From an optimization exercise on the open Yosys and OpenROAD flow, aimed at small area; shortcuts taken in it are not production practice.
In this exercise RTL edits were held to simulation tests only and were not proved equivalent to the original.
Power figures rest on the tool's default switching activity, not on a simulated workload. The flow treats the clock pin as an ideal source, which a real chip does not have.

===== design/flow/constraint.sdc =====
create_clock -name core_clock -period 7.0 [get_ports {pclk}]
set_input_delay 1.4000 -clock core_clock [delete_from_list [all_inputs] [get_ports {pclk}]]
set_output_delay 1.4000 -clock core_clock [all_outputs]
set_load 0.01 [all_outputs]

===== design/flow/design.v =====
`default_nettype none
package cctv_pkg;
    localparam int frame_width  = 16;                          
    localparam int frame_height = 12;                          
    localparam int frame_pixels = frame_width * frame_height;  
    localparam int pix_addr_w   = $clog2(frame_pixels);        
    localparam int diff_count_w = $clog2(frame_pixels + 1);    
    localparam int line_cnt_w   = $clog2(frame_height + 1);    
    typedef logic [11:0]             rgb_t;         
    typedef logic [3:0]              gray_t;        
    typedef logic [pix_addr_w-1:0]   pix_addr_t;    
    typedef logic [diff_count_w-1:0] diff_count_t;  
    typedef logic [line_cnt_w-1:0]   line_cnt_t;    
    typedef logic [7:0]              cam_byte_t;    
    typedef logic [3:0]              pix_thresh_t;  
    typedef logic [7:0]              det_thresh_t;  
    typedef logic [7:0]              gray_sum_t;    
    localparam gray_sum_t gray_w_red   = 8'd5;
    localparam gray_sum_t gray_w_green = 8'd9;
    localparam gray_sum_t gray_w_blue  = 8'd2;
endpackage
`default_nettype wire
`timescale 1ns/1ps
`default_nettype none
module camera_capture (
    input  wire                   pclk,
    input  wire                   rst_n,
    input  wire                   href,
    input  wire                   vref,
    input  wire cctv_pkg::cam_byte_t ov7670_data,
    output logic                  pix_valid,    
    output cctv_pkg::rgb_t        pix_rgb,      
    output logic                  frame_end     
);
    logic       byte_phase;  
    logic       vref_d;      
    logic [6:0] first_byte;  
    assign pix_valid = href & byte_phase;
    assign pix_rgb = {first_byte[6:3],                  
                      first_byte[2:0], ov7670_data[7],  
                      ov7670_data[4:1]};                
    always_ff @(posedge pclk or negedge rst_n) begin
        if (!rst_n) begin
            byte_phase <= 1'b0;
            vref_d     <= 1'b0;
            frame_end  <= 1'b0;
        end else begin
            vref_d     <= vref;
            frame_end  <= vref & ~vref_d;
            byte_phase <= href & ~byte_phase;
        end
    end
    always_ff @(posedge pclk) begin
        first_byte <= {ov7670_data[7:4], ov7670_data[2:0]};
    end
endmodule
`default_nettype wire
`timescale 1ns/1ps
`default_nettype none
module motion_differ (
    input  wire                     pclk,
    input  wire                     rst_n,
    input  wire                     pix_valid,
    input  wire cctv_pkg::rgb_t     pix_rgb,
    input  wire                     frame_end,
    input  wire cctv_pkg::pix_thresh_t pixel_threshold,
    output logic                    diff_hit,     
    output logic                    frame_done
);
    cctv_pkg::gray_t     prev_mem [cctv_pkg::frame_pixels];  
    cctv_pkg::gray_sum_t gray_sum;
    cctv_pkg::gray_t     cur_gray;
    cctv_pkg::gray_t     prev_gray;
    cctv_pkg::gray_t     abs_diff;
    logic                primed;      
    assign gray_sum = cctv_pkg::gray_sum_t'(pix_rgb[11:8]) * cctv_pkg::gray_w_red
                    + cctv_pkg::gray_sum_t'(pix_rgb[7:4])  * cctv_pkg::gray_w_green
                    + cctv_pkg::gray_sum_t'(pix_rgb[3:0])  * cctv_pkg::gray_w_blue;
    assign cur_gray = gray_sum[7:4];
    assign prev_gray = prev_mem[cctv_pkg::frame_pixels-1];
    assign abs_diff  = (cur_gray > prev_gray) ? cur_gray - prev_gray
                                              : prev_gray - cur_gray;
    always_ff @(posedge pclk) begin
        if (pix_valid) begin
            prev_mem[0] <= cur_gray;
            for (int i = 1; i < cctv_pkg::frame_pixels; i++)
                prev_mem[i] <= prev_mem[i-1];
        end
    end
    always_ff @(posedge pclk or negedge rst_n) begin
        if (!rst_n) begin
            diff_hit   <= 1'b0;
            frame_done <= 1'b0;
            primed     <= 1'b0;
        end else begin
            frame_done <= frame_end;
            if (frame_end) primed <= 1'b1;
            diff_hit <= pix_valid & primed & (abs_diff > pixel_threshold);
        end
    end
endmodule
`default_nettype wire
`timescale 1ns/1ps
`default_nettype none
module motion_counter (
    input  wire                     pclk,
    input  wire                     rst_n,
    input  wire                     diff_hit,
    input  wire                     frame_done,
    input  wire cctv_pkg::det_thresh_t detection_threshold,
    output logic                    motion_detected,
    output logic [15:0]             motion_detected_led,
    output cctv_pkg::diff_count_t   diff_pixel_cnt,
    output logic                    motion_update
);
    cctv_pkg::diff_count_t run_cnt;   
    always_ff @(posedge pclk or negedge rst_n) begin
        if (!rst_n) begin
            run_cnt         <= '0;
            motion_update   <= 1'b0;
            motion_detected <= 1'b0;
            diff_pixel_cnt  <= '0;
        end else begin
            motion_update <= frame_done;
            if (frame_done) begin
                run_cnt         <= '0;    
                diff_pixel_cnt  <= run_cnt;
                motion_detected <= (run_cnt > detection_threshold);
            end else if (diff_hit) begin
                run_cnt <= run_cnt + cctv_pkg::diff_count_t'(1);
            end
        end
    end
    assign motion_detected_led = {16{motion_detected}};
endmodule
`default_nettype wire
`timescale 1ns/1ps
`default_nettype none
module cctv_motion_top (
    input  wire                     pclk,
    input  wire                     rst_n,
    input  wire                     href,
    input  wire                     vref,
    input  wire cctv_pkg::cam_byte_t   ov7670_data,
    input  wire cctv_pkg::pix_thresh_t pixel_threshold,
    input  wire cctv_pkg::det_thresh_t detection_threshold,
    output logic                    motion_detected,
    output logic [15:0]             motion_detected_led,
    output cctv_pkg::diff_count_t   diff_pixel_cnt,
    output logic                    motion_update
);
    logic           pix_valid;
    cctv_pkg::rgb_t pix_rgb;
    logic           frame_end;
    logic           diff_hit;
    logic           frame_done;
    camera_capture u_capture (
        .pclk        (pclk),
        .rst_n       (rst_n),
        .href        (href),
        .vref        (vref),
        .ov7670_data (ov7670_data),
        .pix_valid   (pix_valid),
        .pix_rgb     (pix_rgb),
        .frame_end   (frame_end)
    );
    motion_differ u_differ (
        .pclk            (pclk),
        .rst_n           (rst_n),
        .pix_valid       (pix_valid),
        .pix_rgb         (pix_rgb),
        .frame_end       (frame_end),
        .pixel_threshold (pixel_threshold),
        .diff_hit        (diff_hit),
        .frame_done      (frame_done)
    );
    motion_counter u_counter (
        .pclk                (pclk),
        .rst_n               (rst_n),
        .diff_hit            (diff_hit),
        .frame_done          (frame_done),
        .detection_threshold (detection_threshold),
        .motion_detected     (motion_detected),
        .motion_detected_led (motion_detected_led),
        .diff_pixel_cnt      (diff_pixel_cnt),
        .motion_update       (motion_update)
    );
endmodule
`default_nettype wire

===== design/flow/run.sh =====
#!/bin/bash
# synth_recipe.tcl (not shown) runs the flow's synth.tcl, then flattens the netlist and writes it again
# the make line also repeats each setting of config.mk as NAME=value (left out here)
make -C /OpenROAD-flow-scripts/flow DESIGN_CONFIG=/design/flow/config.mk WORK_HOME=/design/flow/orfs CLKGATE_MAP_FILE= SYNTH_SCRIPT=/design/flow/synth_recipe.tcl finish

===== design/flow/config.mk =====
export PLATFORM = sky130hd
export DESIGN_NAME = cctv_motion_top
export DESIGN_NICKNAME = cctv_motion_top
export VERILOG_FILES = /design/flow/design.v
export SDC_FILE = /design/flow/constraint.sdc
export NUM_CORES = 4
export LEC_CHECK = 0
export CAP_MARGIN = 20
export CORE_MARGIN = 2
export CORE_UTILIZATION = 60
export CTS_BUF_LIST = sky130_fd_sc_hd__clkbuf_4 sky130_fd_sc_hd__clkbuf_8
export CTS_CLUSTER_SIZE = 30
export SLEW_MARGIN = 20

==> results of run 1 <==
worst max-delay path: stages (launching register included):
cell,delay (ns)
dfxtp_1,0.33
ha_1,0.30
ha_1,0.23
fa_1,0.47
ha_1,0.30
ha_1,0.13
inv_1,0.06
fa_1,0.51
inv_1,0.05
ha_1,0.38
nand4_1,0.11
o2111ai_1,0.28
a21oi_1,0.13
xor2_1,0.27
ha_1,0.34
nand4_1,0.18
a21boi_1,0.30
nand2_1,0.10
mux2i_1,0.17
ha_1,0.26
nor2b_1,0.13
o21a_1,0.16
o21ai_1,0.12
a21oi_1,0.08
synth_stat cells, drive strengths merged (2+ instances only):
cell	instances
and3	2
buf	18
nand2	8
o21ai	5
nor3	2
nand4	7
o21a	2
and4b	2
mux2i	2
dfrtp	24
o2111ai	2
mux2	8
nand3	10
nor2b	5
xnor2	5
a211oi	2
inv	31
fa	9
or3	2
ha	34
a21oi	6
xor2	7
dfxtp	7
edfxtp	768
nor2	8
sequential cells by signal, indices dropped and copies added (netlist names):
register,cells
u_differ.prev_mem,768
u_counter.motion_detected,1
u_capture.first_byte,7
u_counter.motion_update,1
u_counter.run_cnt,8
u_differ.frame_done,1
u_capture.byte_phase,1
u_counter.diff_pixel_cnt,8
u_differ.diff_hit,1
u_capture.vref_d,1
u_differ.primed,1
u_capture.frame_end,1
cells by family after synthesis:
logic type               count (synthesis)  synth area share
AO/OA/AOI/OAI                           24          0.006473
XOR/XNOR                                12          0.004150
adder cells (fa/ha/maj)                 43           0.02391
buffers and inverters                   50          0.009881
flip-flops                             799            0.9399
multiplexers                            10          0.004348
AND/OR/NAND/NOR                         51           0.01136
power by group through the flow:
stage / clock, uW / sequential (uW) / combinational, uW
floorplan: 0 / 5450 / 378
global placement: 0 / 5430 / 482
detailed placement: 0 / 5420 / 502
CTS: 3790 / 5330 / 504
global route: 3990 / 5330 / 559
finish: 3640 / 5330 / 500
area by class of cell:
type	instances	area [um^2]	share of cell area
multi-input cells	140	1275	0.04427
repair buffers	55	580.6	0.02016
flip-flops and latches	799	23800	0.8265
clock buffers	155	1908	0.06626
clock inverters	61	441.7	0.01534
well taps	539	674.4	0.02342
inverters	31	116.4	0.004041
layer usage:
metal / vias up / track usage
met5: - / 0
met4: 0 / 0.06310
met3: 55 / 0.04489
met2: 143 / 0.1599
met1: 4632 / 0.2410
li1: 4228 / -
worst min-delay path by stage:
stage | startpoint | to | slack [ns] | cells after the start
after global placement | u_capture.frame_end | u_differ.frame_done | 0.36 | 0
after global routing | u_capture.frame_end | u_differ.frame_done | 0.38 | 0
after CTS | u_capture.frame_end | u_differ.frame_done | 0.36 | 0
after detailed placement | u_capture.frame_end | u_differ.frame_done | 0.35 | 0
final | u_capture.frame_end | u_differ.frame_done | 0.36 | 0
after floorplan | u_capture.frame_end | u_differ.frame_done | 0.35 | 0
through the flow:
| stage | worst slack (ns) | TNS (ns) | instance area [um^2] | utilization | hold WS (ns) |
|---|---|---|---|---|---|
| 2_1_floorplan | -0.1531 | -117.70 | 25330 | - | 0.3461 |
| 3_3_place_gp | 1.057 | 0 | 26450 | 0.6335 | 0.3563 |
| 3_5_place_dp | 0.9531 | 0 | 26450 | 0.6335 | 0.3544 |
| 4_1_cts | 1.482 | 0 | 28800 | 0.6898 | 0.3640 |
| 5_1_grt | 1.170 | 0 | 28800 | 0.6896 | 0.3801 |
| 6_report | 1.523 | 0 | 28800 | 0.6896 | 0.3641 |
==> results.toml, run 1 <==
[critical_path]
endpoint_kind = "flop"
cp-start-kind = "flop"
crit_end = "u_differ.diff_hit"
path_max_fanout = 5
required_ns = 7.59
rr_startpoint = "u_capture.first_byte[4]"
crit_start = "u_capture.first_byte[4]"
r2r_setup_slack_ns = 1.52
worstRegToRegCells = 23
r2r-end = "u_differ.diff_hit"
arrival_ns = 6.07
crit_type = "reg -> reg"

[pwr]
power_uw = 9470
power_leakage_uw = 0.007830
swShare = 0.2109
seqPwrFrac = 0.563
comb_power_share = 0.053
p_clk_frac = 0.384
intPower_uw = 7473
vdd_drop_max_mv = 0.2080
p_switching_uw = 1997
powerDensity_nw_per_um2 = 328.8

[yosys]
synthDistinctLibCells = 43
yosys.area.top_type_share = 0.9106
synthCells = 989
async_flop_share = 0.03004
synth_edf_count = 768
syn_area_um2 = 25330
synth_seq_cells = 799
synth_nets = 1056
synth_top_area_cell = "edfxtp_1"
syn_area_per_cell_um2 = 25.61
ys_top_cells_by_area = "edfxtp_1, dfrtp_1, ha_1"
synth-seq-area-share = 0.9399
yosys_warnings = 4
synth_ff_type = "edfxtp_1"

[cts]
cts_tree = "yes"
cts_root_buf = "clkbuf_8"
cts_num_sinks = 799
clock_latency_ns = 0.70
numCtsBuffers = 119
ctsResizeCount = 0
cts.clk_slew.worst_paths_ns = 0.06
clockBufferDepth = 3
holdBufCountCts = 0
ctsHtreeMaxLevel = 3
post_cts_buffers = 0

[global_route]
grt_pass1_vias = 8821
grt_use_total = 0.1400
grt_max_degree = 201
antenna_found_initial = 0
grt_pass1_wl_mm = 47.36
gr-total-overflow = 0

[timing]
worstMarginPinSlew_ns = 1.043
max_freq_mhz = 182.6
final.min_clock_period_ns = 5.477
maxSlewHeadroom = 0.3050
fin_skew_ns = 0.02431
hold_viol = 0
period_share = 0.7824
grt_setup_unrepaired = "false"
finalMaxSlewViolations = 0
setup_viol = 0

[route]
drt_pass1_iterations = 5
ant_nets = 0
num_vias = 9058
wl_met3_mm = 1.234
wl_met2_mm = 11.47
wl_mm = 30.34
via_per_inst = 5.089
first_iter_violations = 813
met1_length_mm = 16.97
wl_per_cell_um = 17.05
highest_layer = "met4"
route.detailed.drc = 0

[die]
die_x_um = 209.5
dieArea_um2 = 43870
fp.dieH_um = 209.5
io_pins = 50
fp-row-count = 75
start_util = 0.6065
core_area_um2 = 41760

[final_layout]
layout.cells.non_filler = 1780
area_growth_pct = 13.71
layout_commonest_cell = "edfxtp_1"
drive_above_1_share = 0.1579
num-fill-cells = 2540
diodes = 0
final_nets = 1213
layout_common_cells = "edfxtp_1, clkbuf_8, clkdlybuf4s50_1"

[run_status]
outcome = "timing/DRC/antenna clean"

[place]
portBuffers = 49
dpl.hpwl_mm = 12.83
dp_cells = 1564
place_congestion = 0.7726

[min_path]
hold_class = "reg -> reg"

[flow_run]
cap_violations = 0
==> inputs of run 2 (changes only) <==
--- a/design/flow/config.mk
+++ b/design/flow/config.mk
@@ -9,5 +9,3 @@
 export CORE_MARGIN = 2
-export CORE_UTILIZATION = 60
-export CTS_BUF_LIST = sky130_fd_sc_hd__clkbuf_4 sky130_fd_sc_hd__clkbuf_8
-export CTS_CLUSTER_SIZE = 30
+export CORE_UTILIZATION = 40
 export SLEW_MARGIN = 20
==> run 2 against run 1 <==
  * Global-route usage shrank 4.6 points
  * Die area grew 49%
  * Sequential power hardly changed
  * Fmax fell by 2.4%
  * First-iteration DRC count rose by 9.2%
  * Wire length is 0.29% lower
  * Highest routed layer unchanged
==> results.toml, run 2 <==
[critical_path]
path_max_fanout = 5
cp.buffers_inverters = 1
slowest_stage = "fa_1"
crit_type = "in -> reg"
cp-start-kind = "primary input"
path_common_cell = "ha_1"
worstPathCellList = "clkdlybuf4s50_1 -> fa_1 -> ha_1 -> fa_1 -> ha_1 -> nand4_1 -> o2111ai_1 -> a21oi_1 -> xor2_1 -> ha_1 -> nand4_1 -> a21boi_1 -> nand2_1 -> mux2i_1 -> ha_1 -> nor2b_1 -> o21a_1 -> o21ai_1 -> a21oi_1"
endpoint_kind = "flop"
required_ns = 7.48
crit_family = "adder cells"
arrival_ns = 6.10
max_stage_delay_ns = 0.51

[final_layout]
final_nets = 1171
reg_top3 = "u_differ.prev_mem: 768 flops, u_counter.diff_pixel_cnt: 8 flops, u_counter.run_cnt: 8 flops"
top_register = "u_differ.prev_mem"
diodes = 0
final_area_um2 = 29270
layout_common_cells = "edfxtp_1, clkbuf_16, clkdlybuf4s50_1"
layout_commonest_cell = "edfxtp_1"
area_growth_pct = 15.57
drive_above_1_share = 0.1034
largest_reg_flops = 768

[die]
io_pins = 50
dieArea_um2 = 65340
start_util = 0.4030
core_area_um2 = 62850
die_x_um = 255.6
fp-row-count = 92
fp.dieH_um = 255.6

[global_route]
grt_use_total = 0.09374
grt_pass1_wl_mm = 49.19
grt_max_degree = 176
grt_pass1_vias = 8990
antenna_found_initial = 0
gr-total-overflow = 0

[pwr]
vdd_drop_max_mv = 0.2010
swShare = 0.2042
power_uw = 9743
p_switching_uw = 1990
seqPwrFrac = 0.547
comb_power_share = 0.053
power_leakage_uw = 0.007776
intPower_uw = 7753
p_clk_frac = 0.400
powerDensity_nw_per_um2 = 332.9

[yosys]
async_flop_share = 0.03004
synth-seq-area-share = 0.9399
yosys.area.top_type_share = 0.9106
synthDistinctLibCells = 43
yosys_warnings = 4
synth_nets = 1056
syn_area_um2 = 25330
synth_seq_cells = 799
synth_edf_count = 768
netlist_top_cells_count = "edfxtp_1, ha_1, inv_1"
synthCells = 989
synth.most_common_cell = "edfxtp_1"
syn_area_per_cell_um2 = 25.61
synth_top_area_cell = "edfxtp_1"
synth_ff_type = "edfxtp_1"
ys_top_cells_by_area = "edfxtp_1, dfrtp_1, ha_1"

[place]
portBuffers = 49
place_congestion = 0.7164
dpl.hpwl_mm = 13.40
place_area_um2 = 26880
place_ws_ns = 0.8860

[timing]
hold_viol = 0
final.min_clock_period_ns = 5.614
fin_skew_ns = 0.01940
grt_setup_unrepaired = "false"
fin_ws_ns = 1.386
period_share = 0.8020
worstMarginPinSlew_ns = 0.8919
setup_viol = 0
finalMaxSlewViolations = 0
maxSlewHeadroom = 0.4054
max_freq_mhz = 178.1

[run_status]
outcome = "timing/DRC/antenna clean"

[cts]
cts.clk_slew.worst_paths_ns = 0.06
ctsHtreeMaxLevel = 3
numCtsBuffers = 76
holdBufCountCts = 0
ctsResizeCount = 0
clockBufferDepth = 3
cts_tree = "yes"
clock_latency_ns = 0.61
cts_num_sinks = 799
cts_root_buf = "clkbuf_16"
post_cts_buffers = 0

[route]
ant_nets = 0
via_per_inst = 4.464
drt_pass1_iterations = 5
wl_per_cell_um = 15.07
num_vias = 8959
route.detailed.drc = 0
wl_mm = 30.25
first_iter_violations = 888

[flow_run]
cap_violations = 0

[min_path]
hold_class = "reg -> reg"
## run 2: cell count changes in the layout (fill, tap and decap cells not counted), moves of 3 or more
cell and delta:
clkbuf_16 +79, buf_12 +3, clkbuf_1 +11, clkbuf_4 -36
clkbuf_8 -119, clkinv_1 -15
## run 2: worst paths after layout
kind                                    startpoint  depth (start not counted)                          end  slack [ns]
max                                 ov7670_data[3]                         19            u_differ.diff_hit        1.39
min                            u_capture.frame_end                          0          u_differ.frame_done        0.37
max reg2reg                u_capture.first_byte[6]                         21            u_differ.diff_hit        1.40
min reg2reg                    u_capture.frame_end                          0          u_differ.frame_done        0.37
max in group asynchronous                    rst_n                          1         u_counter.run_cnt[4]        5.85
min in group asynchronous                    rst_n                          1  u_counter.diff_pixel_cnt[3]        0.79
## run 2: kinds of logic (layout without fill, tap and decap cells)
| logic type | after synthesis | in the layout | synth area share |
|---|---|---|---|
| AO/OA/AOI/OAI | 24 | 24 | 0.006473 |
| XOR/XNOR | 12 | 12 | 0.004150 |
| adder cells (fa/ha/maj) | 43 | 43 | 0.02391 |
| buffers and inverters | 50 | 222 | 0.009881 |
| flip-flops | 799 | 799 | 0.9399 |
| multiplexers | 10 | 10 | 0.004348 |
| AND/OR/NAND/NOR | 51 | 51 | 0.01136 |
## run 2: through the flow
| stage | setup TNS [ns] | utilization | hold WS, ns | cells |
|---|---|---|---|---|
| 5_1_grt | 0 | 0.4657 | 0.3750 | 2007 |
| 3_5_place_dp | 0 | 0.4277 | 0.3589 | 1872 |
| 6_report | 0 | 0.4657 | 0.3710 | 2007 |
| 2_1_floorplan | -117.70 | - | 0.3461 | 989 |
| 4_1_cts | 0 | 0.4658 | 0.3728 | 2007 |
| 3_3_place_gp | 0 | 0.4277 | 0.3609 | 1872 |
## run 2: layout make-up
class / count / area, um^2
clock buffers: 90 / 2018
repair buffers: 56 / 625.6
fillers: 5131 / 33580
clock inverters: 45 / 371.6
well taps: 846 / 1059
flip-flops and latches: 799 / 23800
inverters: 31 / 116.4
multi-input cells: 140 / 1275
## run 2: worst register-to-register path, stage by stage, from the launching register on
cell	delay [ns]
dfxtp_1	0.39
ha_1	0.26
ha_1	0.23
fa_1	0.44
ha_1	0.29
ha_1	0.31
fa_1	0.43
ha_1	0.39
nand4_1	0.14
o2111ai_1	0.33
a21oi_1	0.13
xor2_1	0.17
ha_1	0.38
nand4_1	0.18
a21boi_1	0.34
nand2_1	0.11
mux2i_1	0.18
ha_1	0.27
nor2b_1	0.14
o21a_1	0.16
o21ai_1	0.12
a21oi_1	0.08
## run 2: power groups by stage
| stage | Sequential (uW) | Clock, uW | Combinational, uW |
|---|---|---|---|
| final | 5330 | 3890 | 521 |
| after global routing | 5330 | 4240 | 581 |
| after CTS | 5330 | 4060 | 519 |
| after detailed placement | 5430 | 0 | 517 |
| after global placement | 5430 | 0 | 481 |
| after floorplan | 5450 | 0 | 378 |
## run 2: layer usage
metal / share of wire / up-vias / GRT usage
met5: 0 / - / 0
met4: 0.029 / 0 / 0.04272
met3: 0.043 / 80 / 0.02892
met2: 0.38 / 130 / 0.1121
met1: 0.54 / 4627 / 0.1522
li1: - / 4122 / -
==> inputs of run 3 (changes only) <==
--- a/design/flow/design.v
+++ b/design/flow/design.v
@@ -69,3 +69,11 @@
 );
-    cctv_pkg::gray_t     prev_mem [cctv_pkg::frame_pixels];  
+    localparam int ring_len = 8;
+    localparam int n_rings  = cctv_pkg::frame_pixels / ring_len;
+    localparam int ph_w     = $clog2(ring_len);
+    localparam int q_len    = ring_len / 2;
+    localparam int q_w      = $clog2(q_len + 1);
+    cctv_pkg::gray_t     chain [cctv_pkg::frame_pixels];  
+    cctv_pkg::gray_t     queue [1:q_len];                 
+    logic [ph_w-1:0]     phase;       
+    logic [q_w-1:0]      pending;     
     cctv_pkg::gray_sum_t gray_sum;
@@ -74,2 +82,5 @@
     cctv_pkg::gray_t     abs_diff;
+    cctv_pkg::gray_t     shift_in;
+    logic [ph_w-1:0]     prev_slot;
+    logic                shift;
     logic                primed;      
@@ -79,10 +90,22 @@
     assign cur_gray = gray_sum[7:4];
-    assign prev_gray = prev_mem[cctv_pkg::frame_pixels-1];
+    assign prev_slot = ph_w'(ring_len - 1) - ph_w'(pending) + phase;
+    assign prev_gray = chain[cctv_pkg::frame_pixels - ring_len + int'(prev_slot)];
     assign abs_diff  = (cur_gray > prev_gray) ? cur_gray - prev_gray
                                               : prev_gray - cur_gray;
+    assign shift    = (phase == '0) & (pix_valid | (pending != '0));
+    assign shift_in = (pending == '0) ? cur_gray : queue[pending];
     always_ff @(posedge pclk) begin
+        for (int m = 0; m < n_rings; m++) begin
+            if (m == 0)
+                chain[0] <= shift ? shift_in : chain[ring_len-1];
+            else
+                chain[m*ring_len] <= shift ? chain[m*ring_len-1]
+                                           : chain[m*ring_len+ring_len-1];
+            for (int j = 1; j < ring_len; j++)
+                chain[m*ring_len+j] <= chain[m*ring_len+j-1];
+        end
         if (pix_valid) begin
-            prev_mem[0] <= cur_gray;
-            for (int i = 1; i < cctv_pkg::frame_pixels; i++)
-                prev_mem[i] <= prev_mem[i-1];
+            queue[1] <= cur_gray;
+            for (int k = 2; k <= q_len; k++)
+                queue[k] <= queue[k-1];
         end
@@ -91,2 +114,4 @@
         if (!rst_n) begin
+            phase      <= '0;
+            pending    <= '0;
             diff_hit   <= 1'b0;
@@ -95,2 +120,5 @@
         end else begin
+            if (!shift)
+                phase <= phase + ph_w'(1);
+            pending    <= pending + q_w'(pix_valid) - q_w'(shift);
             frame_done <= frame_end;
==> run 3 against run 2 <==
  * Synthesized area decreased by 20%
  * Critical path depth increased by 5
  * Final area decreased by 18%
  * Critical endpoint unchanged
==> results.toml, run 3 <==
[pwr]
powerDensity_nw_per_um2 = 445.6
vdd_drop_max_mv = 0.2121
power_leakage_uw = 0.009997
power_uw = 10650

[critical_path]
path_max_fanout = 4
crit_type = "in -> reg"
arrival_ns = 6.43
cp-start-kind = "primary input"
required_ns = 7.48
endpoint_kind = "flop"
worstRegToRegCells = 24

[yosys]
syn_area_um2 = 20240
yosys_warnings = 9
syn_area_per_cell_um2 = 16.36
synth_edf_count = 16
muxShareOfSynthArea = 0.06498
synth.most_common_cell = "dfxtp_1"
async_flop_share = 0.03654
netlist_top_cells_count = "dfxtp_1, mux2_1, inv_1"
synth-seq-area-share = 0.8276
synth_ff_type = "dfxtp_1"
yosys.area_share.simple = 0.02102
synthAdderAreaFrac = 0.03500
synthCells = 1237
synth-xor-area-share = 0.01020
synthDistinctLibCells = 54
ys_top_cells_by_area = "dfxtp_1, mux2_1, dfrtp_1"
synth_nets = 1311
synth_seq_cells = 821
synth_top_area_cell = "dfxtp_1"
synth_top_family_by_area = "multiplexers"
yosys.area.top_type_share = 0.7667
synth-compound-area-share = 0.02016

[run_status]
outcome = "timing/DRC/antenna clean"

[cts]
cts_tree = "yes"
cts_root_buf = "clkbuf_16"
post_cts_buffers = 0
ctsHtreeMaxLevel = 3
cts_num_sinks = 821
ctsResizeCount = 0
holdBufCountCts = 0
clock_latency_ns = 0.59
cts.clk_slew.worst_paths_ns = 0.06
numCtsBuffers = 75
clockBufferDepth = 3

[final_layout]
drive_above_1_share = 0.09971
layout_commonest_cell = "dfxtp_1"
area_growth_pct = 18.16
largest_reg_flops = 768
postLayoutCoreUtil = 0.4776
top_register = "u_differ.chain"
diodes = 0
reg_top3 = "u_differ.chain: 768 flops, u_differ.queue: 16 flops"
final_nets = 1403
layout_common_cells = "dfxtp_1, mux2_1, clkbuf_16"

[timing]
maxSlewHeadroom = 0.3324
hold_viol = 0
fin_skew_ns = 0.02233
worstMarginPinSlew_ns = 1.001
period_share = 0.8505
fin_ws_ns = 1.046
fin_setup_tns_ns = 0
setup_viol = 0
grt_setup_unrepaired = "false"
finalMaxSlewViolations = 0
max_freq_mhz = 168.0
final.min_clock_period_ns = 5.954

[route]
via_per_inst = 4.071
wl_mm = 25.18
num_vias = 8370
first_iter_violations = 422
wl_per_cell_um = 12.25
ant_nets = 0
route.detailed.drc = 0
drt_pass1_iterations = 4

[global_route]
grt_pass1_wl_mm = 43.62
antenna_found_initial = 0
grt_pass1_vias = 8759
gr-total-overflow = 0
grt_max_degree = 66
grt_use_total = 0.1013

[die]
core_area_um2 = 50070
start_util = 0.4042
fp-row-count = 82
fp.dieH_um = 228.9
dieArea_um2 = 52400
io_pins = 50
die_x_um = 228.9

[min_path]
hold_class = "reg -> reg"
min_path_cells = 0

[place]
place_congestion = 0.7739
portBuffers = 49
dpl.hpwl_mm = 14.27
place_ws_ns = 0.4531

[flow_run]
cap_violations = 0
==> run 3: changes by cell type after synthesis, sizes merged, moves of 7 or more <==
| cell | before | now |
|---|---|---|
| a21oi | 6 | 13 |
| buf | 18 | 33 |
| dfxtp | 7 | 775 |
| edfxtp | 768 | 16 |
| inv | 31 | 52 |
| mux2 | 8 | 107 |
| mux2i | 2 | 11 |
| nand2 | 8 | 21 |
==> run 3: path summary, 6_finish.rpt <==
path	startpoint	to	slack [ns]
setup reg to reg	u_capture.first_byte[4]	u_differ.diff_hit	1.14
max in group asynchronous	rst_n	u_capture.byte_phase	5.46
hold / removal	u_differ.chain[34][0]	u_differ.chain[35][0]	0.31
setup / recovery	ov7670_data[3]	u_differ.diff_hit	1.05
hold reg to reg	u_differ.chain[34][0]	u_differ.chain[35][0]	0.31
min in group asynchronous	rst_n	u_counter.diff_pixel_cnt[2]	1.23
==> run 3: cells by family after synthesis <==
logic type	count (synthesis)
adder cells (fa/ha/maj)	50
AND/OR/NAND/NOR	80
flip-flops	821
XOR/XNOR	20
multiplexers	118
AO/OA/AOI/OAI	59
buffers and inverters	89
==> run 3: critical path: stages <==
cell and delay [ns]:
clkdlybuf4s50_1 0.45, inv_1 0.05, fa_1 0.48, inv_1 0.07, ha_1 0.13, inv_1 0.05, fa_1 0.49, inv_1 0.04
ha_1 0.32, nand4_1 0.13, o21ai_1 0.21, xor2_1 0.41, inv_1 0.17, fa_1 0.47, nor2b_1 0.15, o21a_1 0.13
o21a_1 0.20, mux2i_1 0.25, ha_1 0.27, nor2b_1 0.13, o21ai_0 0.15, nand2b_1 0.07, a21oi_1 0.15, nor2_1 0.05
==> run 3: final cells by class <==
| type | count | area (um^2) |
|---|---|---|
| fill | 4307 | 26160 |
| sequential | 821 | 16750 |
| multi-input combinational | 327 | 3070 |
| clock buffer | 107 | 2160 |
| tap | 672 | 840.8 |
| timing repair buffer | 52 | 513.0 |
| clock inverter | 25 | 385.4 |
| inverter | 52 | 195.2 |
==> run 3: where the power goes <==
part | switching (uW) | total, uW | internal [uW]
sequential | 143 | 5160 | 5020
combinational | 787 | 1400 | 608
clock | 1630 | 4100 | 2460
total | 2560 | 10700 | 8090
==> run 3: through the flow <==
step / cell area, um^2 / hold WS (ns) / cells
global route: 23910 / 0.3165 / 2056
finish: 23910 / 0.3051 / 2056
floorplan: 20240 / 0.3096 / 1237
global placement: 21370 / 0.3099 / 1924
detailed placement: 21370 / 0.3121 / 1924
CTS: 23910 / 0.3123 / 2056
==> run 3: layer usage <==
metal  global-route usage  wire length, um  up-vias
met3              0.03156             1030       63
li1                     -                -     4212
met1               0.1462            13260     3971
met4              0.04383              701        0
met2               0.1388            10190      124
met5                    0                0        -
==> inputs of run 4 (changes only) <==
--- a/design/flow/config.mk
+++ b/design/flow/config.mk
@@ -9,3 +9,4 @@
 export CORE_MARGIN = 2
-export CORE_UTILIZATION = 40
+export CORE_UTILIZATION = 65
+export PLACE_DENSITY = 0.75
 export SLEW_MARGIN = 20
==> run 4 against run 3 <==
  * Still clean on timing, DRC and antenna
  * Global-route usage is 7.3 points higher
  * Fmax shrank 0.54%
  * Count of clock-buffer cells in the layout did not move
  * Worst setup slack worse by 0.032 ns
  * Die area fell by 38%
  * Sequential power about the same
  * Synthesized cell count unchanged
  * Clock skew fell by 0.0065 ns
  * Register-to-register slack worse by 0.10 ns
  * Core utilization rose by 29 points
  * Non-clock buffer count did not move
==> results.toml, run 4 <==
[global_route]
grt_max_degree = 59
gr-total-overflow = 0
grt_pass1_wl_mm = 46.02
antenna_found_initial = 0
grt_pass1_vias = 8920
grt_use_total = 0.1747

[place]
place_congestion = 0.7768
portBuffers = 49
place_area_um2 = 21020
dpl.hpwl_mm = 14.11

[die]
die_x_um = 180.4
io_pins = 50
dieArea_um2 = 32560
core_area_um2 = 30590
fp.dieH_um = 180.4
start_util = 0.6615
fp-row-count = 64

[critical_path]
endpoint_kind = "flop"
rr_startpoint = "u_capture.first_byte[6]"
slowest_stage = "fa_1"
path_max_fanout = 4
crit_family = "adder cells"
worstPathCellList = "clkdlybuf4s50_1 -> inv_1 -> fa_1 -> inv_1 -> ha_1 -> inv_1 -> fa_1 -> inv_1 -> ha_1 -> nand4_1 -> o21ai_1 -> xor2_1 -> inv_1 -> fa_1 -> nor2b_1 -> o21a_1 -> o21a_1 -> mux2i_1 -> xor2_1 -> ha_1 -> o21ai_0 -> nand2b_1 -> a21oi_1 -> nor2_1"
r2r_setup_slack_ns = 1.04
r2r-end = "u_differ.diff_hit"
cp-start-kind = "primary input"
required_ns = 7.45
worstRegToRegCells = 24
crit_type = "in -> reg"
max_stage_delay_ns = 0.50
crit_cells = 24
arrival_ns = 6.44
cp.buffers_inverters = 6
path_common_cell = "inv_1"

[timing]
worstMarginPinSlew_ns = 0.8422
grt_setup_unrepaired = "false"
max_freq_mhz = 167.1
fin_setup_tns_ns = 0
worst_hold_slack_ns = 0.3203
period_share = 0.8551
maxSlewHeadroom = 0.4386
fin_skew_ns = 0.01578
setup_viol = 0
hold_viol = 0
final.min_clock_period_ns = 5.986
finalMaxSlewViolations = 0

[final_layout]
area_growth_pct = 15.80
reg_top3 = "u_differ.chain: 768 flops, u_differ.queue: 16 flops"
top_register = "u_differ.chain"
final_nets = 1400
drive_above_1_share = 0.09638
layout_common_cells = "dfxtp_1, mux2_1, clkbuf_16"
final_area_um2 = 23430
largest_reg_flops = 768
layout_commonest_cell = "dfxtp_1"
diodes = 0
num-fill-cells = 1712

[cts]
cts_num_sinks = 821
ctsHtreeMaxLevel = 3
cts_root_buf = "clkbuf_16"
cts.clk_slew.worst_paths_ns = 0.07
ctsResizeCount = 0
cts_tree = "yes"
numCtsBuffers = 72
clockBufferDepth = 3
holdBufCountCts = 0
clock_latency_ns = 0.57
post_cts_buffers = 0

[yosys]
synth-seq-area-share = 0.8276
synth_top_area_cell = "dfxtp_1"
netlist_top_cells_count = "dfxtp_1, mux2_1, inv_1"
synth.most_common_cell = "dfxtp_1"
yosys.area.top_type_share = 0.7667
synth_seq_cells = 821
ys_top_cells_by_area = "dfxtp_1, mux2_1, dfrtp_1"
yosys_warnings = 9
async_flop_share = 0.03654
synthCells = 1237
synth_edf_count = 16
syn_area_per_cell_um2 = 16.36
synthDistinctLibCells = 54
syn_area_um2 = 20240
synth_ff_type = "dfxtp_1"
synth_nets = 1311

[route]
route.detailed.drc = 0
via_per_inst = 4.725
wl_mm = 27.19
wl_per_cell_um = 15.31
num_vias = 8392
first_iter_violations = 400
drt_pass1_iterations = 4
ant_nets = 0

[min_path]
min_path_cells = 0
hold_class = "reg -> reg"
min_to = "u_differ.chain[69][1]"
hp-start = "u_differ.chain[68][1]"

[run_status]
outcome = "timing/DRC/antenna clean"

[pwr]
power_uw = 10500
power_leakage_uw = 0.009927
vdd_drop_max_mv = 0.2798
powerDensity_nw_per_um2 = 448.0

[flow_run]
cap_violations = 0
-- run 4: cell counts after synthesis --
Identical to the previous run, type by type.
-- run 4: where the power goes --
group          leakage, uW  internal [uW]  total, uW  switching, uW
Clock              0.00118           2340       3950           1610
Combinational      0.00194            604       1380            772
Sequential         0.00681           5020       5170            154
Total              0.00993           7960      10500           2540
-- run 4: worst max-delay path by stage --
stage,from,slack [ns],endpoint
2_1_floorplan,ov7670_data[3],1.42,u_differ.diff_hit
3_3_place_gp,ov7670_data[3],0.67,u_differ.diff_hit
3_5_place_dp,ov7670_data[3],0.46,u_differ.diff_hit
4_1_cts,u_capture.first_byte[6],1.02,u_differ.diff_hit
5_1_grt,u_capture.first_byte[6],0.65,u_differ.diff_hit
6_report,ov7670_data[3],1.01,u_differ.diff_hit
-- run 4: worst reg2reg max path: cells and delay by family (launching register included) --
family	cells	cell delay (ns)
muxes	1	0.26
AOI/OAI and AO/OA	5	0.79
buffers and inverters	3	0.29
adders and majority gates	9	3.12
and+or+nand+nor	4	0.43
DFF	1	0.40
xor gates and xnor gates	2	0.58
-- run 4: per-stage QoR --
stage	setup WS [ns]	instances	util
after floorplan	1.421	1237	-
after global placement	0.6682	1648	0.6872
after detailed placement	0.4551	1648	0.6872
after CTS	1.017	1776	0.7661
after global routing	0.6450	1776	0.7661
final	1.014	1776	0.7661
-- run 4: kinds of logic (layout without fill, tap and decap cells) --
| kind of cell | after synthesis | after routing | synth area share |
|---|---|---|---|
| flip-flops | 821 | 821 | 0.8276 |
| multiplexers | 118 | 118 | 0.06499 |
| buffers and inverters | 89 | 232 | 0.02108 |
| AND/OR/NAND/NOR | 80 | 80 | 0.02102 |
| AO/OA/AOI/OAI | 59 | 59 | 0.02016 |
| adder cells (fa/ha/maj) | 50 | 50 | 0.03500 |
| XOR/XNOR | 20 | 20 | 0.01020 |
-- run 4: cell type report --
class	count	area, um^2	share of cell area
multi-input combinational	327	3070	0.1310
clock inverter	21	286.5	0.01223
tap	396	495.5	0.02114
clock buffer	107	2127	0.09077
sequential	821	16750	0.7146
timing repair buffer	52	513.0	0.02189
inverter	52	195.2	0.008329
-- run 4: per-layer routing --
| metal | wire length [um] | part of all wire | GRT usage | up-vias |
|---|---|---|---|---|
| li1 | - | - | - | 4204 |
| met1 | 13290 | 0.49 | 0.2490 | 4023 |
| met2 | 12400 | 0.46 | 0.2646 | 116 |
| met4 | 575 | 0.021 | 0.06774 | 0 |
| met5 | 0 | 0 | 0 | - |
| met3 | 922 | 0.034 | 0.03800 | 49 |
==> inputs of run 5 (changes only) <==
--- a/design/flow/config.mk
+++ b/design/flow/config.mk
@@ -10,2 +10,4 @@
 export CORE_UTILIZATION = 65
+export CTS_CLUSTER_DIAMETER = 100
+export CTS_CLUSTER_SIZE = 25
 export PLACE_DENSITY = 0.75
==> run 5 against run 4 <==
  * Count of clock-buffer cells in the layout down 64
  * Largest cell class unchanged
  * Highest routed layer unchanged
  * Sequential cell count did not move
  * Clock power is 42% lower
  * Non-clock buffer count is the same
  * Still clean on timing, DRC and antenna
  * Global-route usage is 2.1 points lower
  * Critical path type unchanged
  * Wire length decreased by 11%
  * Sequential share of layout area rose by 4.6 points
==> results.toml, run 5 <==
[run_status]
outcome = "timing/DRC/antenna clean"

[yosys]
yosys.area.top_type_share = 0.7667
syn_area_per_cell_um2 = 16.36
netlist_top_cells_count = "dfxtp_1, mux2_1, inv_1"
synth.most_common_cell = "dfxtp_1"
synthCells = 1237
synth_seq_cells = 821
ys_top_cells_by_area = "dfxtp_1, mux2_1, dfrtp_1"
synth_edf_count = 16
synthDistinctLibCells = 54
yosys_warnings = 9
async_flop_share = 0.03654
synth_ff_type = "dfxtp_1"
synth_nets = 1311
synth-seq-area-share = 0.8276
synth_top_area_cell = "dfxtp_1"
syn_area_um2 = 20240

[final_layout]
final_nets = 1366
reg_top3 = "u_differ.chain: 768 flops, u_differ.queue: 16 flops"
layout_common_cells = "dfxtp_1, mux2_1, inv_1"
layout_commonest_cell = "dfxtp_1"
diodes = 0
largest_reg_flops = 768
num-fill-cells = 1920
layout.cells.non_filler = 1692
area_growth_pct = 8.854
drive_above_1_share = 0.04938
top_register = "u_differ.chain"

[global_route]
grt_max_degree = 59
gr-total-overflow = 0
antenna_found_initial = 0
grt_pass1_wl_mm = 41.22
grt_pass1_vias = 8238
grt_use_total = 0.1535

[cts]
cts_num_sinks = 821
clock_latency_ns = 0.54
numCtsBuffers = 38
holdBufCountCts = 0
ctsHtreeMaxLevel = 2
cts_root_buf = "clkbuf_16"
ctsResizeCount = 0
cts.clk_slew.worst_paths_ns = 0.09
clockBufferDepth = 3
post_cts_buffers = 0
cts_tree = "yes"

[place]
dp_cells = 1648
place_congestion = 0.7768
portBuffers = 49
dpl.hpwl_mm = 14.11
place_ws_ns = 0.4551

[die]
io_pins = 50
core_area_um2 = 30590
start_util = 0.6615
fp.dieH_um = 180.4
die_x_um = 180.4
fp-row-count = 64
dieArea_um2 = 32560

[min_path]
min_path_cells = 0
min_to = "u_differ.chain[38][2]"
hp-start = "u_differ.chain[37][2]"
hold_class = "reg -> reg"

[route]
num_vias = 8031
first_iter_violations = 352
route.detailed.drc = 0
wl_mm = 24.30
ant_nets = 0
via_per_inst = 4.746
wl_per_cell_um = 14.36
drt_pass1_iterations = 6

[timing]
final.min_clock_period_ns = 6.000
hold_viol = 0
fin_ws_ns = 0.9999
finalMaxSlewViolations = 0
maxSlewHeadroom = 0.4364
period_share = 0.8572
setup_viol = 0
worstMarginPinSlew_ns = 0.8445
fin_setup_tns_ns = 0
max_freq_mhz = 166.7
worst_hold_slack_ns = 0.3225
grt_setup_unrepaired = "false"
fin_skew_ns = 0.01757

[pwr]
power_leakage_uw = 0.009237
powerDensity_nw_per_um2 = 401.0
power_uw = 8832
vdd_drop_max_mv = 0.2697

[critical_path]
rr_startpoint = "u_capture.first_byte[4]"
r2r-end = "u_differ.diff_hit"
r2r_setup_slack_ns = 1.12
required_ns = 7.44
cp-start-kind = "primary input"
path_max_fanout = 4
arrival_ns = 6.44
endpoint_kind = "flop"
crit_type = "in -> reg"
worstRegToRegCells = 24

[flow_run]
cap_violations = 0
-- run 5: cell families (layout without fill, tap and decap cells) --
| logic type | Yosys count | in the layout | synth area share |
|---|---|---|---|
| flip-flops | 821 | 821 | 0.8276 |
| adder cells (fa/ha/maj) | 50 | 50 | 0.03500 |
| AO/OA/AOI/OAI | 59 | 59 | 0.02016 |
| multiplexers | 118 | 118 | 0.06499 |
| buffers and inverters | 89 | 148 | 0.02108 |
| AND/OR/NAND/NOR | 80 | 80 | 0.02102 |
| XOR/XNOR | 20 | 20 | 0.01020 |
-- run 5: routing by layer --
metal,share of wire,vias to the layer above,track usage
met3,0.028,44,0.02385
met2,0.43,92,0.2281
met4,0.024,0,0.04710
li1,-,4075,-
met5,0,-,0
met1,0.52,3820,0.2344
-- run 5: layout make-up --
cell class | count | area, um^2 | area share
clock buffer | 43 | 991.0 | 0.04499
clock inverter | 1 | 16.27 | 0.0007384
timing repair buffer | 52 | 513.0 | 0.02329
inverter | 52 | 195.2 | 0.008861
sequential | 821 | 16750 | 0.7602
tap | 396 | 495.5 | 0.02249
multi-input combinational | 327 | 3070 | 0.1394
-- run 5: metrics by stage --
step	utilization	cell area (um^2)
6_report	0.7201	22030
4_1_cts	0.7201	22030
3_5_place_dp	0.6872	21020
2_1_floorplan	-	20240
3_3_place_gp	0.6872	21020
5_1_grt	0.7201	22030
-- run 5: power breakdown --
group          internal (uW)  total (uW)  switching (uW)
registers               5010        5160             149
logic                    602        1370             772
clock network           1010        2300            1280
total                   6630        8830            2200
-- run 5: critical path, stage by stage --
cell	delay (ns)
clkdlybuf4s50_1	0.45
inv_1	0.05
fa_1	0.46
inv_1	0.06
ha_1	0.13
inv_1	0.05
fa_1	0.51
inv_1	0.05
ha_1	0.32
nand4_1	0.14
o21ai_1	0.22
xor2_1	0.39
inv_1	0.18
fa_1	0.47
nor2b_1	0.15
o21a_1	0.14
o21a_1	0.20
mux2i_1	0.26
xor2_1	0.19
ha_1	0.26
o21ai_0	0.08
nand2b_1	0.08
a21oi_1	0.16
nor2_1	0.06
-- run 5: how the worst max path moves through the flow --
stage,end,slack [ns],startpoint
3_5_place_dp,u_differ.diff_hit,0.46,ov7670_data[3]
3_3_place_gp,u_differ.diff_hit,0.67,ov7670_data[3]
4_1_cts,u_differ.diff_hit,1.03,ov7670_data[3]
6_report,u_differ.diff_hit,1.0,ov7670_data[3]
5_1_grt,u_differ.diff_hit,0.67,ov7670_data[3]
2_1_floorplan,u_differ.diff_hit,1.42,ov7670_data[3]
==> inputs of run 6 (changes only) <==
--- a/design/flow/config.mk
+++ b/design/flow/config.mk
@@ -11,3 +11,3 @@
 export CTS_CLUSTER_DIAMETER = 100
-export CTS_CLUSTER_SIZE = 25
+export CTS_CLUSTER_SIZE = 32
 export PLACE_DENSITY = 0.75
==> run 6 against run 5 <==
  * Via count shrank 1.6%
  * Sequential cell count is the same
  * Clock skew decreased by 0.0015 ns
  * Critical path depth is the same
  * Fmax increased by 0.71%
  * Count of clock-buffer cells in the layout decreased by 9
  * Highest routed layer unchanged
  * Global-route usage decreased by 0.32 points
  * Worst setup slack improved by 0.042 ns
  * Final area is 1.1% lower
  * Cell count down 0.47%
  * Critical path type unchanged
  * Core utilization shrank 0.78 points
  * Still clean on timing, DRC and antenna
==> results.toml, run 6 <==
[run_status]
outcome = "timing/DRC/antenna clean"

[final_layout]
final_area_um2 = 21790
seq_area_um2 = 16750
area_growth_pct = 7.679
reg_top3 = "u_differ.chain: 768 flops, u_differ.queue: 16 flops"
layout_commonest_cell = "dfxtp_1"
drive_above_1_share = 0.04270
num-fill-cells = 1947
diodes = 0
largest_reg_flops = 768
multiInputGateArea_um2 = 3070
top_register = "u_differ.chain"
layout_common_cells = "dfxtp_1, mux2_1, inv_1"
final_nets = 1357

[route]
met1_length_mm = 12.61
wl_per_cell_um = 14.29
via_per_inst = 4.693
route.detailed.drc = 0
num_vias = 7903
drt_pass1_iterations = 4
highest_layer = "met4"
wl_met2_mm = 10.40
wl_mm = 24.07
ant_nets = 0
wl_met3_um = 588
first_iter_violations = 387

[yosys]
synth_top_area_cell = "dfxtp_1"
synth_edf_count = 16
synth-seq-area-share = 0.8276
async_flop_share = 0.03654
synth-xor-area-share = 0.01020
synth_top_family_by_area = "multiplexers"
synth_ff_type = "dfxtp_1"
yosys_warnings = 9
syn_area_um2 = 20240
synthAdderAreaFrac = 0.03500
synth.most_common_cell = "dfxtp_1"
synthDistinctLibCells = 54
yosys.area.top_type_share = 0.7667
ys_top_cells_by_area = "dfxtp_1, mux2_1, dfrtp_1"
netlist_top_cells_count = "dfxtp_1, mux2_1, inv_1"
synth_nets = 1311
syn_area_per_cell_um2 = 16.36
synth_seq_cells = 821
synthCells = 1237
muxShareOfSynthArea = 0.06498
synth-compound-area-share = 0.02016
yosys.area_share.simple = 0.02102

[global_route]
grt_pass1_vias = 8075
antenna_found_initial = 0
grt_use_total = 0.1503
gr-total-overflow = 0
grt_max_degree = 59
grt_pass1_wl_mm = 40.77

[die]
die_x_um = 180.4
dieArea_um2 = 32560
core_area_um2 = 30590
start_util = 0.6615
fp-row-count = 64
fp.dieH_um = 180.4
io_pins = 50

[cts]
cts_num_sinks = 821
ctsHtreeMaxLevel = 1
cts.clk_slew.worst_paths_ns = 0.12
clockBufferDepth = 3
cts_root_buf = "clkbuf_16"
post_cts_buffers = 0
clock_latency_ns = 0.59
ctsResizeCount = 0
cts_tree = "yes"
numCtsBuffers = 29
holdBufCountCts = 0

[timing]
fin_setup_tns_ns = 0
worstMarginPinSlew_ns = 0.8446
maxSlewHeadroom = 0.4363
setup_viol = 0
period_share = 0.8511
max_freq_mhz = 167.8
grt_setup_unrepaired = "false"
hold_viol = 0
fin_skew_ns = 0.01602
finalMaxSlewViolations = 0
final.min_clock_period_ns = 5.958

[pwr]
comb_power_share = 0.161
swShare = 0.2526
power_leakage_uw = 0.009119
vdd_drop_max_mv = 0.2679
seqPwrFrac = 0.604
p_switching_uw = 2158
p_clk_frac = 0.235
intPower_uw = 6385
powerDensity_nw_per_um2 = 392.1

[min_path]
hold_class = "reg -> reg"

[critical_path]
path_max_fanout = 4
required_ns = 7.48
cp-start-kind = "primary input"
arrival_ns = 6.44
worstPathCellList = "clkdlybuf4s50_1 -> inv_1 -> fa_1 -> inv_1 -> ha_1 -> inv_1 -> fa_1 -> inv_1 -> ha_1 -> nand4_1 -> o21ai_1 -> xor2_1 -> inv_1 -> fa_1 -> nor2b_1 -> o21a_1 -> o21a_1 -> mux2i_1 -> xor2_1 -> ha_1 -> o21ai_0 -> nand2b_1 -> a21oi_1 -> nor2_1"
slowest_stage = "fa_1"
path_common_cell = "inv_1"
endpoint_kind = "flop"
crit_type = "in -> reg"
max_stage_delay_ns = 0.51

[place]
place_congestion = 0.7768
portBuffers = 49
place_area_um2 = 21020
dpl.hpwl_mm = 14.11

[flow_run]
cap_violations = 0
==> run 6: cell counts after synthesis <==
No cell type changed its count.
==> run 6: cells by family after synthesis <==
kind of cell / Yosys count
flops: 821
fa+ha+maj: 50
simple gates: 80
buf+inv: 89
xor+xnor: 20
compound gates: 59
mux: 118
==> run 6: worst max-delay path: cells and delay by family <==
kind,cells,cell delay [ns]
adders and majority gates,6,2.15
buffers and inverters,6,0.84
AOI/OAI and AO/OA,5,0.78
xor gates and xnor gates,2,0.58
and+or+nand+nor,4,0.42
muxes,1,0.26
==> run 6: layer usage <==
layer,global-route usage,vias up
met2,0.2267,73
met1,0.2322,3745
met5,0,-
li1,-,4055
met3,0.02203,30
met4,0.03484,0
==> run 6: through the flow <==
step           setup WS, ns  total power [uW]    util  hold WS (ns)  std cells
2_1_floorplan         1.421              6320       -        0.3096       1237
5_1_grt              0.7138              8986  0.7123        0.3344       1684
6_report              1.042              8543  0.7123        0.3240       1684
4_1_cts               1.081              8618  0.7123        0.3317       1684
3_3_place_gp         0.6682              6574  0.6872        0.3100       1648
3_5_place_dp         0.4551              6628  0.6872        0.3121       1648
==> run 6: worst paths after layout <==
check | cells after the start | start | slack (ns) | endpoint
setup / recovery | 24 | ov7670_data[3] | 1.04 | u_differ.diff_hit
hold / removal | 0 | u_differ.chain[180][3] | 0.32 | u_differ.chain[181][3]
setup reg to reg | 24 | u_capture.first_byte[4] | 1.10 | u_differ.diff_hit
hold reg to reg | 0 | u_differ.chain[180][3] | 0.32 | u_differ.chain[181][3]
max in group asynchronous | 2 | rst_n | 5.51 | u_counter.diff_pixel_cnt[5]
min in group asynchronous | 2 | rst_n | 1.19 | u_capture.frame_end
==> run 6: layout make-up <==
class                   instances  share of cell area
clock buffers                  34             0.03417
inverters                      52            0.008958
repair buffers                 52             0.02354
flip-flops and latches        821              0.7685
multi-input cells             327              0.1409
clock inverters                 2            0.001148
well taps                     396             0.02274
==> run 6: power by group through the flow <==
stage | combinational, uW | sequential [uW] | clock [uW]
after floorplan | 1120 | 5200 | 0
after global placement | 1320 | 5250 | 0
after detailed placement | 1360 | 5270 | 0
after CTS | 1370 | 5170 | 2080
after global routing | 1550 | 5200 | 2240
final | 1370 | 5160 | 2010
==> inputs of run 7 (changes only) <==
==> design/flow/flow/run.sh (new file) <==
#!/bin/bash
# The standard layout, with the port buffers made from the smallest buffer
# and the clock tree built without dummy loads.
set -euo pipefail
bash standard.sh \
  "BUFFER_PORTS_ARGS=-buffer_cell sky130_fd_sc_hd__buf_1" \
  "CTS_ARGS=-sink_clustering_enable -repair_clock_nets -sink_clustering_size 32 -sink_clustering_max_diameter 100 -dont_use_dummy_load" \
  finish > make_finish.log 2>&1
==> design/flow/standard.sh (new file) <==
#!/bin/bash
# synth_recipe.tcl (not shown) runs the flow's synth.tcl, then flattens the netlist and writes it again
# the make line also repeats each setting of config.mk as NAME=value (left out here)
make -C /OpenROAD-flow-scripts/flow DESIGN_CONFIG=/design/flow/config.mk WORK_HOME=/design/flow/orfs CLKGATE_MAP_FILE= SYNTH_SCRIPT=/design/flow/synth_recipe.tcl "${@:-finish}"
removed: design/flow/run.sh
==> run 7 against run 6 <==
  * Still clean
  * Worst setup slack improved by 0.11 ns
  * Combinational power about the same
  * Hold slack got worse by 0.0064 ns
  * Core utilization decreased by 1.2 points
  * Largest cell class unchanged
==> results.toml, run 7 <==
[run_status]
outcome = "timing/DRC/antenna clean"

[critical_path]
slowest_stage = "fa_1"
max_stage_delay_ns = 0.53
r2r_setup_slack_ns = 1.15
arrival_ns = 6.31
cp-start-kind = "flop"
path_common_cell = "ha_1"
crit_type = "reg -> reg"
crit_family = "adder cells"
cp.buffers_inverters = 3
path_max_fanout = 4
worstPathCellList = "ha_1 -> ha_1 -> fa_1 -> ha_1 -> ha_1 -> inv_1 -> fa_1 -> inv_1 -> ha_1 -> nand4_1 -> o21ai_1 -> xor2_1 -> inv_1 -> fa_1 -> nor2b_1 -> o21a_1 -> o21a_1 -> mux2i_1 -> xor2_1 -> ha_1 -> o21ai_0 -> nand2b_1 -> a21oi_1 -> nor2_1"
required_ns = 7.45
endpoint_kind = "flop"

[route]
wl_per_cell_um = 14.29
via_per_inst = 4.732
num_vias = 7931
route.detailed.drc = 0
wl_mm = 23.95
drt_pass1_iterations = 4
first_iter_violations = 469
ant_nets = 0

[die]
core_area_um2 = 30590
fp-row-count = 64
start_util = 0.6615
fp.dieH_um = 180.4
dieArea_um2 = 32560
die_x_um = 180.4
io_pins = 50

[final_layout]
largest_reg_flops = 768
layout_common_cells = "dfxtp_1, mux2_1, inv_1"
layout_commonest_cell = "dfxtp_1"
diodes = 0
drive_above_1_share = 0.04141
num-fill-cells = 1990
layout.cells.non_filler = 1676
top_register = "u_differ.chain"
area_growth_pct = 5.917
reg_top3 = "u_differ.chain: 768 flops, u_differ.queue: 16 flops"
postLayoutCoreUtil = 0.7007
final_nets = 1356

[cts]
ctsResizeCount = 0
clockBufferDepth = 3
clock_latency_ns = 0.58
ctsHtreeMaxLevel = 1
cts_root_buf = "clkbuf_16"
cts_tree = "yes"
numCtsBuffers = 29
cts_num_sinks = 821
holdBufCountCts = 0
cts.clk_slew.worst_paths_ns = 0.11
post_cts_buffers = 0

[timing]
grt_setup_unrepaired = "false"
hold_viol = 0
final.min_clock_period_ns = 5.853
finalMaxSlewViolations = 0
worstMarginPinSlew_ns = 0.8688
period_share = 0.8361
maxSlewHeadroom = 0.4201
setup_viol = 0
max_freq_mhz = 170.9
fin_setup_tns_ns = 0
fin_skew_ns = 0.02593

[yosys]
yosys.area.top_type_share = 0.7667
synth_nets = 1311
syn_area_per_cell_um2 = 16.36
synth_seq_cells = 821
synth.most_common_cell = "dfxtp_1"
synth_edf_count = 16
ys_top_cells_by_area = "dfxtp_1, mux2_1, dfrtp_1"
syn_area_um2 = 20240
synthDistinctLibCells = 54
async_flop_share = 0.03654
synth_ff_type = "dfxtp_1"
yosys_warnings = 9
synth-seq-area-share = 0.8276
synth_top_area_cell = "dfxtp_1"
netlist_top_cells_count = "dfxtp_1, mux2_1, inv_1"
synthCells = 1237

[place]
dpl.hpwl_mm = 14.31
dp_cells = 1647
place_congestion = 0.7571
portBuffers = 49

[global_route]
gr-total-overflow = 0
grt_max_degree = 54
grt_use_total = 0.1508
grt_pass1_vias = 8171
antenna_found_initial = 0
grt_pass1_wl_mm = 40.66

[pwr]
powerDensity_nw_per_um2 = 394.9
power_uw = 8464
vdd_drop_max_mv = 0.2815
power_leakage_uw = 0.008972

[min_path]
hold_class = "reg -> reg"

[flow_run]
cap_violations = 0
## run 7: cell type report
type	count	area (um^2)	share of cell area
Sequential cell	821	16750	0.7813
Multi-Input combinational cell	327	3070	0.1433
Clock buffer	29	725.7	0.03386
Tap cell	396	495.5	0.02312
Timing Repair Buffer	51	200.2	0.009340
Inverter	52	195.2	0.009107
## run 7: routing by layer
layer	vias to the layer above	track usage	part of all wire
met2	79	0.2299	0.43
met4	0	0.04032	0.024
li1	4057	-	-
met5	-	0	0
met1	3752	0.2293	0.52
met3	43	0.02122	0.025
## run 7: worst reg2reg max path, cell delays in order (launching register included)
cell and delay, ns:
dfxtp_1 0.35, ha_1 0.32, ha_1 0.23, fa_1 0.44, ha_1 0.29, ha_1 0.28, inv_1 0.05, fa_1 0.53
inv_1 0.04, ha_1 0.32, nand4_1 0.13, o21ai_1 0.22, xor2_1 0.38, inv_1 0.17, fa_1 0.47, nor2b_1 0.13
o21a_1 0.13, o21a_1 0.20, mux2i_1 0.24, xor2_1 0.19, ha_1 0.27, o21ai_0 0.08, nand2b_1 0.08, a21oi_1 0.14
nor2_1 0.05
## run 7: logic make-up after synthesis
group,Yosys count,synth area share
simple gates,80,0.02102
fa+ha+maj,50,0.03500
mux,118,0.06499
compound gates,59,0.02016
xor+xnor,20,0.01020
flops,821,0.8276
buf+inv,89,0.02108
## run 7: worst paths after layout
check,start,to,cells after the start
max,u_capture.first_byte[4],u_differ.diff_hit,24
min,u_differ.chain[128][0],u_differ.chain[129][0],0
max reg2reg,u_capture.first_byte[4],u_differ.diff_hit,24
min reg2reg,u_differ.chain[128][0],u_differ.chain[129][0],0
max in group asynchronous,rst_n,u_capture.frame_end,1
min in group asynchronous,rst_n,u_capture.byte_phase,1
## run 7: through the flow
stage          setup WS [ns]  instance area, um^2  hold slack, ns
2_1_floorplan          1.421                20240          0.3096
3_3_place_gp           1.075                20710          0.3099
3_5_place_dp          0.9180                20710          0.3121
4_1_cts                1.149                21430          0.3126
5_1_grt               0.7380                21430          0.3190
6_report               1.147                21430          0.3176
## run 7: where the power goes
part	leakage [uW]	internal (uW)	switching, uW
clock	0.000357	748	1220
sequential	0.00681	5020	145
combinational	0.00181	577	760
total	0.00897	6340	2120
==> inputs of run 8 (changes only) <==
==> design/flow/flow/run.sh (replaced) <==
#!/bin/bash
# The standard layout, with the port buffers made from the smallest buffer
# and the clock tree built without dummy loads.
set -euo pipefail
bash standard.sh \
  "BUFFER_PORTS_ARGS=-buffer_cell sky130_fd_sc_hd__buf_1" \
  "CTS_ARGS=-sink_clustering_enable -repair_clock_nets -buf_list sky130_fd_sc_hd__clkbuf_8 -sink_clustering_size 22 -sink_clustering_max_diameter 60 -dont_use_dummy_load" \
  finish > make_finish.log 2>&1
==> run 8 against run 7 <==
  * Critical path depth unchanged
  * Cell count increased by 0.89%
  * Hold slack worse by 0.015 ns
  * Combinational power about the same
  * Highest routed layer unchanged
  * Die area stayed put
  * Largest cell class unchanged
  * Fmax is essentially flat
  * Global-route usage about the same
  * Core utilization decreased by 0.39 points
  * First-iteration DRC count decreased by 8.3%
  * Register-to-register slack about the same
  * Still clean
  * Sequential share of layout area rose by 0.44 points
==> results.toml, run 8 <==
[yosys]
synth_seq_cells = 821
yosys_warnings = 9
synthCells = 1237
synthDistinctLibCells = 54
async_flop_share = 0.03654
synth_nets = 1311
syn_area_per_cell_um2 = 16.36
yosys.area.top_type_share = 0.7667
netlist_top_cells_count = "dfxtp_1, mux2_1, inv_1"
syn_area_um2 = 20240
synth.most_common_cell = "dfxtp_1"
synth_top_area_cell = "dfxtp_1"
synth_edf_count = 16
ys_top_cells_by_area = "dfxtp_1, mux2_1, dfrtp_1"
synth-seq-area-share = 0.8276
synth_ff_type = "dfxtp_1"

[place]
place_congestion = 0.7571
place_area_um2 = 20710
dpl.hpwl_mm = 14.31
portBuffers = 49

[route]
wl_mm = 23.70
via_per_inst = 4.732
drt_pass1_iterations = 4
ant_nets = 0
route.detailed.drc = 0
first_iter_violations = 430
wl_per_cell_um = 14.02
num_vias = 8001

[pwr]
power_leakage_uw = 0.008931
vdd_drop_max_mv = 0.2851
powerDensity_nw_per_um2 = 388.5
power_uw = 8281

[timing]
final.min_clock_period_ns = 5.855
grt_setup_unrepaired = "false"
maxSlewHeadroom = 0.4153
fin_skew_ns = 0.05537
worstMarginPinSlew_ns = 0.8761
finalMaxSlewViolations = 0
fin_setup_tns_ns = 0
max_freq_mhz = 170.8
period_share = 0.8364
hold_viol = 0
setup_viol = 0

[global_route]
antenna_found_initial = 0
grt_pass1_wl_mm = 40.59
gr-total-overflow = 0
grt_pass1_vias = 8249
grt_use_total = 0.1510
grt_max_degree = 54

[critical_path]
endpoint_kind = "flop"
slowest_stage = "fa_1"
rr_startpoint = "u_capture.first_byte[4]"
path_max_fanout = 4
cp-start-kind = "flop"
cp.buffers_inverters = 3
crit_start = "u_capture.first_byte[4]"
arrival_ns = 6.30
crit_family = "adder cells"
worstPathCellList = "ha_1 -> ha_1 -> fa_1 -> ha_1 -> ha_1 -> inv_1 -> fa_1 -> inv_1 -> ha_1 -> nand4_1 -> o21ai_1 -> xor2_1 -> inv_1 -> fa_1 -> nor2b_1 -> o21a_1 -> o21a_1 -> mux2i_1 -> xor2_1 -> ha_1 -> o21ai_0 -> nand2b_1 -> a21oi_1 -> nor2_1"
max_stage_delay_ns = 0.53
required_ns = 7.45
path_common_cell = "ha_1"
crit_type = "reg -> reg"

[final_layout]
layout_commonest_cell = "dfxtp_1"
top_register = "u_differ.chain"
diodes = 0
layout_common_cells = "dfxtp_1, mux2_1, inv_1"
final_area_um2 = 21310
area_growth_pct = 5.323
final_nets = 1371
reg_top3 = "u_differ.chain: 768 flops, u_differ.queue: 16 flops"
drive_above_1_share = 0.05251
largest_reg_flops = 768

[die]
dieArea_um2 = 32560
io_pins = 50
core_area_um2 = 30590
fp.dieH_um = 180.4
start_util = 0.6615
die_x_um = 180.4
fp-row-count = 64

[cts]
ctsHtreeMaxLevel = 2
cts_tree = "yes"
post_cts_buffers = 0
cts_num_sinks = 821
ctsResizeCount = 0
clockBufferDepth = 3
clock_latency_ns = 0.60
holdBufCountCts = 0
cts.clk_slew.worst_paths_ns = 0.12
numCtsBuffers = 44
cts_root_buf = "clkbuf_8"

[flow_run]
cap_violations = 0

[run_status]
outcome = "timing/DRC/antenna clean"

[min_path]
hold_class = "reg -> reg"
hp-start = "u_differ.chain[177][1]"
==> run 8: cell counts after synthesis <==
No cell type changed its count.
==> run 8: routing by layer <==
metal,vias up,GRT usage,wire (um)
met3,47,0.03173,865
met1,3792,0.2291,12420
met4,0,0.04548,537
met5,-,0,0
li1,4071,-,-
met2,91,0.2205,9875
==> run 8: path summary, 6_finish.rpt <==
kind	cells after the start	endpoint	slack (ns)
worst max register to register	24	u_differ.diff_hit	1.15
worst min-delay path	0	u_differ.chain[178][1]	0.30
worst max-delay path	24	u_differ.diff_hit	1.15
worst min register to register	0	u_differ.chain[178][1]	0.30
min in group asynchronous	1	u_differ.pending[0]	0.87
max in group asynchronous	1	u_counter.diff_pixel_cnt[7]	5.55
==> run 8: kinds of logic (layout without fill, tap and decap cells) <==
| group | count (synthesis) | after routing | share of synthesized area |
|---|---|---|---|
| DFF | 821 | 821 | 0.8276 |
| adders and majority gates | 50 | 50 | 0.03500 |
| xor gates and xnor gates | 20 | 20 | 0.01020 |
| muxes | 118 | 118 | 0.06499 |
| buffers and inverters | 89 | 147 | 0.02108 |
| AOI/OAI and AO/OA | 59 | 59 | 0.02016 |
| and+or+nand+nor | 80 | 80 | 0.02102 |
==> run 8: cell type report <==
type                            instances  area (um^2)
Clock buffer                           44        605.6
Fill cell                            2033         9276
Inverter                               52        195.2
Multi-Input combinational cell        327         3070
Sequential cell                       821        16750
Tap cell                              396        495.5
Timing Repair Buffer                   51        200.2
==> run 8: power breakdown <==
group	internal, uW	switching [uW]	leakage, uW
clock	572	1210	0.000316
sequential	5020	145	0.00681
combinational	577	760	0.00181
total	6160	2120	0.00893
==> run 8: metrics by stage <==
stage / std cells / hold slack (ns) / worst slack, ns / utilization
after floorplan: 1237 / 0.3096 / 1.421 / -
after global routing: 1691 / 0.3001 / 0.7433 / 0.6967
after global placement: 1647 / 0.3099 / 1.075 / 0.6769
after detailed placement: 1647 / 0.3121 / 0.9180 / 0.6769
after CTS: 1691 / 0.2865 / 1.148 / 0.6967
final: 1691 / 0.3026 / 1.145 / 0.6967

[what the ideal ports hide]
The flow's constraints put no driver on any port. The routed layouts listed below were extracted and timed again, unchanged, in two steps.
Step 1, drivers: a clkbuf_16 drives pclk and a buf_2 each remaining input, both assumed.
Step 2 moves the port delays by t, midway between the first and last clock arrival at a register: inputs arrive t later, outputs are due t later. That takes back most of the time a late clock gives input paths.
Slacks: ideal ports / drivers / drivers and shift; pairs: ideal ports / drivers.
run | t, ns | slack for setup (ns) | worst setup path after step 2 | slew at the worst register clock pin (ns) | cell pins on the clock port's net
run 1 | 0.738 | 1.523 / 1.523 / 0.958 | input to register | 0.07 / 0.07 | 1
run 2 | 0.650 | 1.386 / 1.399 / 0.768 | input to register | 0.06 / 0.06 | 1
run 3 | 0.633 | 1.046 / 1.074 / 0.441 | input to register | 0.06 / 0.06 | 1
run 4 | 0.610 | 1.014 / 1.036 / 0.430 | input to register | 0.07 / 0.07 | 1
run 5 | 0.581 | 1.000 / 1.022 / 0.441 | input to register | 0.10 / 0.10 | 1
run 6 | 0.627 | 1.042 / 1.064 / 0.437 | input to register | 0.12 / 0.12 | 1
run 7 | 0.613 | 1.147 / 1.147 / 0.909 | input to register | 0.11 / 0.11 | 1
run 8 | 0.608 | 1.145 / 1.145 / 0.906 | input to register | 0.12 / 0.12 | 1
After both steps every run listed still meets setup and hold. For run 2, which loses most, drivers alone change the setup slack by +0.013 ns; drivers and shift together by -0.618 ns.
